Background: an optimization exercise with open tools, aiming at small area and few clock cycles per item. Do not read the settings as production practice. Function was checked by simulation only, so behaviour that the tests miss may differ from the original. The clock port is modelled as an ideal driver; clocking choices that lean on that would not hold on a real chip. Power is estimated from default activity; no workload was simulated.

==> flow/design.v (excerpt) <==
module indexed_list_store_top #(
    parameter int DEPTH = ils_pkg::DEPTH_DEFAULT
) (
    input  wire                                 i_clk,
    input  wire                                 i_rst_n,
    input  wire  [ils_pkg::IN_TDATA_W-1:0]      s_axis_tdata,
    input  wire                                 s_axis_tvalid,
    output logic                                s_axis_tready,
    output logic [ils_pkg::OUT_TDATA_W-1:0]     m_axis_tdata,
    output logic                                m_axis_tvalid,
    input  wire                                 m_axis_tready
);
    localparam int IW = ils_pkg::IDX_W;
    localparam logic [IW-1:0] LAST = IW'(DEPTH - 1);
    function automatic logic [5:0] f_add31(input logic [4:0] x, input logic [4:0] y);
        logic [4:0] g, p, c;
        logic       cin;
        g   = x & y;
        p   = x ^ y;
        cin = g[4] | (p[4] & g[3]) | (p[4] & p[3] & g[2]) | (p[4] & p[3] & p[2] & g[1]) |
              (p[4] & p[3] & p[2] & p[1] & g[0]) | (&p);
        c[0] = cin;
        c[1] = g[0] | (p[0] & cin);
        c[2] = g[1] | (p[1] & g[0]) | (p[1] & p[0] & cin);
  ...
Size: about 1000 flip-flops, about 86 I/O pins, roughly 42000 um^2 of cells after synthesis.
export LEC_CHECK = 0
export CAP_MARGIN = 20
export CORE_MARGIN = 2
export CORE_UTILIZATION = 55
export GPL_TIMING_DRIVEN = 0
export SETUP_SLACK_MARGIN = 0.25
export SLEW_MARGIN = 20
export SYNTH_HIERARCHICAL = 1
export SYNTH_MINIMUM_KEEP_SIZE = 0
create_clock -name core_clock -period 5.5 [get_ports {i_clk}]
standard.sh (not shown) runs the stock make flow with config.mk's settings and CLKGATE_MAP_FILE= SYNTH_SCRIPT=/design/flow/synth_recipe.tcl, a recipe that flattens the netlist after the stock synthesis.
==> flow/flow/run.sh <==
#!/bin/bash
# Layout flow: the standard synthesis, then the standard ORFS steps with
# a few settings changed (see the make variables below). Each step's full
# output goes to a log file in the work folder.
set -euo pipefail
W=$(pwd)
F=$W/flow
TARGET=${OWN_TARGET:-finish}

# The standard synthesis, unchanged.
bash standard.sh synth > "$W/log_1_synth.txt" 2>&1

# Floorplan to final layout.
#  REMOVE_ABC_BUFFERS: drop the buffers that synthesis put on high-fanout
#    nets; repair_design buffers them again from the placement.
#  BUFFER_PORTS_ARGS: every port still gets a buffer, a plain buf_2.
#  CTS_ARGS: leaf clusters of up to 25 flip-flops on clkbuf_16, no dummy loads.
bash standard.sh \
  REMOVE_ABC_BUFFERS=1 \
  BUFFER_PORTS_ARGS="-buffer_cell sky130_fd_sc_hd__buf_2" \
  CTS_ARGS="${OWN_CTS_ARGS:--sink_clustering_enable -repair_clock_nets -dont_use_dummy_load -buf_list sky130_fd_sc_hd__clkbuf_16 -sink_clustering_size 25 -sink_clustering_max_diameter 90}" \
  OWN_FLOW_DIR="$F" OWN_CLK_SLEW_PS=100 POST_RESIZE_TCL="$F/post_resize.tcl" POST_CTS_TCL="$F/post_cts.tcl" \
  "$TARGET" > "$W/log_2_layout.txt" 2>&1
Other scripts of this flow, unchanged in this note and not shown: flow/flow/downsize.tcl, flow/flow/post_cts.tcl, flow/flow/post_resize.tcl
The first run finished with timing, DRC and antenna clean.
Testbench counts at the start, summed over its fixed seeds: cycles 24,008, items 24,000.
==> next run, changes <==
--- a/flow/flow/run.sh
+++ b/flow/flow/run.sh
@@ -16,4 +16,8 @@
 #  BUFFER_PORTS_ARGS: every port still gets a buffer, a plain buf_2.
 #  CTS_ARGS: leaf clusters of up to 25 flip-flops on clkbuf_16, no dummy loads.
+#  POST_RESIZE_TCL (post_resize.tcl): after repair_design, shrink buffers and
+#    gates that are larger than their loads and timing need (downsize.tcl).
+#  POST_CTS_TCL (post_cts.tcl): upsize clock buffers whose flip-flops see a
+#    clock slew above OWN_CLK_SLEW_PS, then shrink logic again.
 bash standard.sh \
   REMOVE_ABC_BUFFERS=1 \
- GPL_TIMING_DRIVEN: 0 -> 1
Effect: The new run completed with no timing, DRC or antenna violations; count of clock-buffer cells in the layout is unchanged; area after synthesis stays the same; global-route usage is lower by 2.6 points; core utilization shrinks by 1.2 points; power hardly moves.

[re-timing with driven ports]
Ports are ideal in the flow. The routed layouts listed here were re-timed in OpenROAD. Step 1 (the two cells are an assumption about what drives the block):
set clk [get_ports {i_clk}]
set_driving_cell -lib_cell sky130_fd_sc_hd__clkbuf_16 $clk
set_driving_cell -lib_cell sky130_fd_sc_hd__buf_2 [delete_from_list [all_inputs] $clk]
Step 2 also shifts input and output timing later by t, the mid clock arrival at the registers, as if the neighbouring blocks saw the same clock. Slacks: no drivers / after step 1 / after step 2; pairs: no drivers / after step 1.
run | t (ns) | slack for setup (ns) | worst setup path at the end
the first run | 0.691 | 0.154 / 0.079 / -0.323 | input to register
the second run | 0.672 | 0.253 / 0.186 / 0.001 | input to register
With both steps, setup timing fails in the first run, where it was met with ideal ports. For the first run, which loses most, drivers alone change the setup slack by -0.075 ns; drivers and shift together by -0.477 ns.
